What follows belongs to an exercise in optimizing a design on an open flow for small area, a short achievable clock period and few clock cycles per item; a production flow would make more cautious choices.
RTL that was checked went through simulation tests only; none was proved equivalent to the original.
No activity file was given, so power comes from the tool's default toggle rates.

Design lru_key_value_cache, start of the top module:
module lru_key_value_cache #(
  parameter int MAX_ENTRIES = MAX_ENTRIES_DEF
) (
  input  wire                     clk,
  input  wire                     rst_n,
  input  wire                     start,
  output logic                    busy,
  input  wire                     in_opcode,
  input  wire  signed [KEY_W-1:0] in_key,
  input  wire  signed [VAL_W-1:0] in_value,
  output logic                    out_strobe,
  output logic                    out_hit,
  output logic signed [VAL_W-1:0] out_read_value,
  input  wire                     cfg_we,
  input  wire         [CAP_W-1:0] cfg_wdata
);
  localparam int N = MAX_ENTRIES;
  logic [CAP_W-1:0] cap_r;
  logic [N-1:0]     valid_r;      
  logic             full_r;
  logic             s1_vld_r;
  logic             s1_op_r;
  logic [KEY_W-1:0] s1_key_r;
  logic [VAL_W-1:0] s1_val_r;
  logic [N-1:0]     s1_eq_r;      
  logic             s1_same_r;    
  logic [N-1:0]     wr_prev_r;    
  logic             s2_vld_r;
  logic             s2_op_r;
  logic [KEY_W-1:0] s2_key_r;
  logic [VAL_W-1:0] s2_val_r;
  logic [N-1:0]     s2_match_r;   
  logic             s2_found_r;   
  logic [KEY_W-1:0] key_r [N];
  logic [VAL_W-1:0] val_r [N];
  logic             newer_r [N][N];
  logic             res_vld_r;
  logic             res_hit_r;
  logic [VAL_W-1:0] res_val_r;
  assign busy = 1'b0;
  logic [N-1:0]     cap_sel;
  logic [VAL_W-1:0] rd_val;
  always_comb begin
    for (int i = 0; i < N; i++) begin
      cap_sel[i] = (cap_r == CAP_W'(i + 1)) || (i == 0 && cap_r == '0) ||
                   (i == N - 1 && cap_r > CAP_W'(N));
    end
    rd_val = '0;
    for (int i = 0; i < N; i++) begin
      rd_val = rd_val | (val_r[i] & {VAL_W{s2_match_r[i]}});
    end
  end
  logic [N-1:0] victim_r;       
  ...
Size in the first run: roughly 3600 cells after synthesis, roughly 1400 flip-flops.
==> flow/config.mk <==
export PLATFORM = sky130hd
export DESIGN_NAME = lru_key_value_cache
export DESIGN_NICKNAME = lru_key_value_cache
export VERILOG_FILES = /design/flow/design.v
export SDC_FILE = /design/flow/constraint.sdc
export NUM_CORES = 4
export LEC_CHECK = 0
export CAP_MARGIN = 20
export CORE_MARGIN = 2
export CORE_UTILIZATION = 60
export CTS_CLUSTER_DIAMETER = 60
export CTS_CLUSTER_SIZE = 24
export SETUP_SLACK_MARGIN = 4.15
export SLEW_MARGIN = 20
==> flow/constraint.sdc <==
create_clock -name core_clock -period 6.5 [get_ports {clk}]
set_input_delay 1.3000 -clock core_clock [delete_from_list [all_inputs] [get_ports {clk}]]
set_output_delay 1.3000 -clock core_clock [all_outputs]
set_load 0.01 [all_outputs]
standard.sh (not shown) runs the stock make flow with config.mk's settings and CLKGATE_MAP_FILE= SYNTH_SCRIPT=/design/flow/synth_recipe.tcl, a recipe that flattens the netlist after the stock synthesis.
==> flow/flow/run.sh <==
#!/bin/bash
# Standard layout, with clock tree synthesis told not to add dummy loads and
# the port buffers started from the smallest buffer.
set -euo pipefail
export CTS_ARGS="-sink_clustering_enable -repair_clock_nets -dont_use_dummy_load -sink_clustering_size 24 -sink_clustering_max_diameter 60"
export BUFFER_PORTS_ARGS="-buffer_cell sky130_fd_sc_hd__buf_1"
bash standard.sh > standard.log 2>&1
Testbench counts at the start, summed over its fixed seeds: cycles 16,048, items 16,000.
Rerun with:
- CORE_UTILIZATION: 60 -> 70
- SETUP_SLACK_MARGIN: 4.15 -> 4.0
=>
- global-route usage rose by 3.1 points
- count of clock-buffer cells in the layout goes down by 15
- die area goes down by about 14%
- area after synthesis is unchanged
- register-to-register slack gets worse by 0.10 ns
- setup slack loses 0.067 ns
- power drops by 3.6%
Rerun with:
- CAP_MARGIN: 20 -> 10
- CORE_UTILIZATION: 70 -> 60
- SLEW_MARGIN: 20 -> 10
=> The new run finished with timing, DRC and antenna clean; core utilization is lower by 10 points; die area is higher by about 16%; combinational power is higher by about 1%; routed wire length is higher by about 5%; area after synthesis is unchanged; via count is lower by 1.4%; worst hold slack loses 0.024 ns; critical path depth is lower by 1; first-iteration DRC count is lower by 19%.
Rerun with:
- CAP_MARGIN: 10 -> 20
- CORE_UTILIZATION: 60 -> 65
- PLACE_DENSITY: unset -> 0.72
- SLEW_MARGIN: 10 -> 20
Result: Power went down by 1.9%; die area is lower by about 8%; setup slack improved by 0.0079 ns; routed wire length is about the same; first-iteration DRC count grows by 18%; core utilization climbs by 4.9 points.


The RTL this note starts from:
==> flow/design.v <==
`default_nettype none
package lkvc_pkg;
  localparam int MAX_ENTRIES_DEF = 16;
  localparam int KEY_W = 32;
  localparam int VAL_W = 32;
  localparam int CAP_W = 5;
  localparam logic [CAP_W-1:0] CAP_RESET = 5'd16;
  localparam logic OP_GET = 1'b0;
  localparam logic OP_PUT = 1'b1;
  localparam logic [VAL_W-1:0] MISS_VALUE = 32'hFFFF_FFFF;
  localparam logic [VAL_W-1:0] PUT_VALUE = 32'h0000_0000;
endpackage
`default_nettype wire
`default_nettype none
import lkvc_pkg::*;
module lru_key_value_cache #(
  parameter int MAX_ENTRIES = MAX_ENTRIES_DEF
) (
  input  wire                     clk,
  input  wire                     rst_n,
  input  wire                     start,
  output logic                    busy,
  input  wire                     in_opcode,
  input  wire  signed [KEY_W-1:0] in_key,
  input  wire  signed [VAL_W-1:0] in_value,
  output logic                    out_strobe,
  output logic                    out_hit,
  output logic signed [VAL_W-1:0] out_read_value,
  input  wire                     cfg_we,
  input  wire         [CAP_W-1:0] cfg_wdata
);
  localparam int N = MAX_ENTRIES;
  logic [CAP_W-1:0] cap_r;
  logic [N-1:0]     valid_r;      
  logic             full_r;
  logic             s1_vld_r;
  logic             s1_op_r;
  logic [KEY_W-1:0] s1_key_r;
  logic [VAL_W-1:0] s1_val_r;
  logic [N-1:0]     s1_eq_r;      
  logic             s1_same_r;    
  logic [N-1:0]     wr_prev_r;    
  logic             s2_vld_r;
  logic             s2_op_r;
  logic [KEY_W-1:0] s2_key_r;
  logic [VAL_W-1:0] s2_val_r;
  logic [N-1:0]     s2_match_r;   
  logic             s2_found_r;   
  logic [KEY_W-1:0] key_r [N];
  logic [VAL_W-1:0] val_r [N];
  logic             newer_r [N][N];
  logic             res_vld_r;
  logic             res_hit_r;
  logic [VAL_W-1:0] res_val_r;
  assign busy = 1'b0;
  logic [N-1:0]     cap_sel;
  logic [VAL_W-1:0] rd_val;
  always_comb begin
    for (int i = 0; i < N; i++) begin
      cap_sel[i] = (cap_r == CAP_W'(i + 1)) || (i == 0 && cap_r == '0) ||
                   (i == N - 1 && cap_r > CAP_W'(N));
    end
    rd_val = '0;
    for (int i = 0; i < N; i++) begin
      rd_val = rd_val | (val_r[i] & {VAL_W{s2_match_r[i]}});
    end
  end
  logic [N-1:0] victim_r;       
  logic [N-1:0] valid, free, miss_slot, slot, upd, wr;
  logic         s2_put, s2_wrote, s2_putmiss, do_ins;
  always_comb begin
    valid = valid_r;
    for (int i = 0; i < N; i++) begin
      free[i] = !valid_r[i] && ((i == 0) ? 1'b1 : valid_r[i-1]);
    end
    miss_slot = full_r ? victim_r : free;
    s2_put     = s2_op_r == OP_PUT;
    s2_wrote   = s2_vld_r && s2_put;
    s2_putmiss = s2_wrote && !s2_found_r;
    do_ins     = s2_putmiss && !full_r;
    slot = s2_found_r ? s2_match_r : miss_slot;
    upd  = slot & {N{s2_vld_r && (s2_found_r || s2_put)}};
    wr   = slot & {N{s2_wrote}};
  end
  logic [N-1:0] valid_nxt, second, victim_nxt;
  logic         newer_nxt [N][N];
  logic         full_nxt, victim_used;
  always_comb begin
    for (int i = 0; i < N; i++) begin
      for (int j = i + 1; j < N; j++) begin
        newer_nxt[i][j] = upd[i] || (newer_r[i][j] && !upd[j]);
      end
    end
    valid_nxt = do_ins ? {valid_r[N-2:0], 1'b1} : valid_r;
    full_nxt  = |(valid_nxt & cap_sel);
    for (int i = 0; i < N; i++) begin
      logic v;
      v = valid_r[i] && !victim_r[i];
      for (int j = 0; j < N; j++) begin
        if (j < i) begin
          v = v && (newer_r[j][i] || victim_r[j]);
        end else if (j > i) begin
          v = v && (!valid_r[j] || !newer_r[i][j] || victim_r[j]);
        end
      end
      second[i] = v;
    end
    victim_used = s2_vld_r && (s2_found_r ? |(s2_match_r & victim_r) : (s2_put && full_r));
    if (victim_used) begin
      victim_nxt = second | (victim_r & {N{!valid_r[1]}});
    end else begin
      victim_nxt = victim_r | (upd & {N{!valid_r[0]}});
    end
  end
  logic [N-1:0] s0_eq;
  logic         s0_same;
  always_comb begin
    for (int i = 0; i < N; i++) begin
      s0_eq[i] = key_r[i] == in_key;
    end
    s0_same = in_key == s2_key_r;
  end
  logic [N-1:0] s1_eq, s1_keep, s1_match, s1_match_fix;
  logic         s1_same, s1_found, s1_fwd;
  always_comb begin
    s1_eq = (s1_eq_r & ~wr_prev_r) | (wr_prev_r & {N{s1_same_r}});
    for (int i = 0; i < N; i++) begin
      s1_keep[i] = valid[i] && !(s2_putmiss && miss_slot[i]);
    end
    s1_match = s1_eq & s1_keep;
    s1_same  = (s1_key_r == s2_key_r);
    s1_fwd   = s2_wrote && s1_same;
    s1_found = s1_fwd || (|s1_match);
    s1_match_fix = s1_fwd ? slot : s1_match;
  end
  always_ff @(posedge clk) begin
    if (!rst_n) begin
      s1_vld_r  <= 1'b0;
      s2_vld_r  <= 1'b0;
      res_vld_r <= 1'b0;
      cap_r     <= CAP_RESET;
      valid_r   <= '0;
      full_r    <= 1'b0;
      victim_r  <= '0;
    end else begin
      s1_vld_r  <= start;
      s2_vld_r  <= s1_vld_r;
      res_vld_r <= s2_vld_r;
      if (cfg_we) begin
        cap_r <= cfg_wdata;
      end
      valid_r <= valid_nxt;
      full_r <= full_nxt;
      victim_r <= victim_nxt;
    end
  end
  always_ff @(posedge clk) begin
    s1_op_r    <= in_opcode;
    s1_key_r   <= in_key;
    s1_val_r   <= in_value;
    s1_eq_r    <= s0_eq;
    s1_same_r  <= s0_same;
    wr_prev_r  <= wr;
    s2_op_r    <= s1_op_r;
    s2_key_r   <= s1_key_r;
    s2_val_r   <= s1_val_r;
    s2_match_r <= s1_match_fix;
    s2_found_r <= s1_found;
    for (int i = 0; i < N; i++) begin
      if (wr[i]) begin
        val_r[i] <= s2_val_r;
      end
      if (wr[i] && !s2_found_r) begin
        key_r[i] <= s2_key_r;
      end
      for (int j = i + 1; j < N; j++) begin
        newer_r[i][j] <= newer_nxt[i][j];
      end
    end
    res_hit_r <= s2_found_r;
    if (s2_put) begin
      res_val_r <= PUT_VALUE;
    end else if (s2_found_r) begin
      res_val_r <= rd_val;
    end else begin
      res_val_r <= MISS_VALUE;
    end
  end
  assign out_strobe     = res_vld_r;
  assign out_hit        = res_hit_r;
  assign out_read_value = res_val_r;
endmodule
`default_nettype wire
export LEC_CHECK = 0
export CAP_MARGIN = 20
export CORE_MARGIN = 2
export CORE_UTILIZATION = 60
export CTS_CLUSTER_DIAMETER = 60
export CTS_CLUSTER_SIZE = 24
export PLACE_DENSITY = 0.72
export SETUP_SLACK_MARGIN = 4.0
export SLEW_MARGIN = 20
create_clock -name core_clock -period 6.5 [get_ports {clk}]
Scripts as last shown in full above: flow/flow/run.sh
The first run ran to the end with no violations.
Change:
==> flow/flow/run.sh (replaced) <==
#!/bin/bash
# Standard layout, with clock tree synthesis told not to add dummy loads and
# the port buffers started from the smallest buffer.
set -euo pipefail
export CTS_ARGS="-sink_clustering_enable -repair_clock_nets -dont_use_dummy_load -sink_clustering_size 16 -sink_clustering_max_diameter 45 -buf_list sky130_fd_sc_hd__clkbuf_8 -root_buf sky130_fd_sc_hd__clkbuf_16"
export BUFFER_PORTS_ARGS="-buffer_cell sky130_fd_sc_hd__buf_1"
bash standard.sh > standard.log 2>&1
- CTS_CLUSTER_DIAMETER: 60 -> 45
- CTS_CLUSTER_SIZE: 24 -> 16
What happened: The new run produced a clean layout. Via count shrinks by 0.34%. Hold slack gets better by 0.012 ns. Count of clock-buffer cells in the layout came out higher by 45. Critical path depth shrinks by 3. Clock skew increases by 0.0071 ns. Cell area drops by 0.72%. Final cell count went up by 0.70%.
No run of this note included a check of the RTL's function; only the layout flow was run.

## static timing again, ports no longer ideal
The results above use ideal ports. As a check the final layouts listed here were re-extracted and re-timed, cells and wires unchanged.
Step 1: set_driving_cell puts a clkbuf_16 on clk and a buf_2 on each other input, an assumption about the parent block.
Step 2 moves the port delays by t, midway between the first and last clock arrival at a register: inputs arrive t later, outputs are due t later. That takes back most of the time a late clock gives input paths.
Three values: ideal ports, drivers, drivers and shift; two values: the first two.
| run | t, ns | setup WS [ns] | worst setup path at the end | worst data-port slew with drivers (ns) | pins driven straight from the clock port |
|---|---|---|---|---|---|
| the first run of note 1 | 0.750 | 3.964 / 3.890 / 3.421 | input to register | 0.05 | 1 |
| the second run of note 1 | 0.711 | 3.898 / 3.898 / 3.286 | input to register | 0.04 | 1 |
| the third run of note 1 | 0.746 | 3.919 / 3.918 / 3.233 | input to register | 0.06 | 1 |
| the fourth run of note 1 | 0.727 | 3.926 / 3.926 / 3.272 | input to register | 0.04 | 1 |
| the first run of note 2 | 0.724 | 3.959 / 3.947 / 3.326 | input to register | 0.05 | 1 |
| the second run of note 2 | 0.742 | 3.983 / 3.917 / 3.294 | input to register | 0.06 | 1 |
After both steps every run listed still meets setup and hold. For the second run of note 2, which loses most, drivers alone change the setup slack by -0.066 ns; drivers and shift together by -0.689 ns.
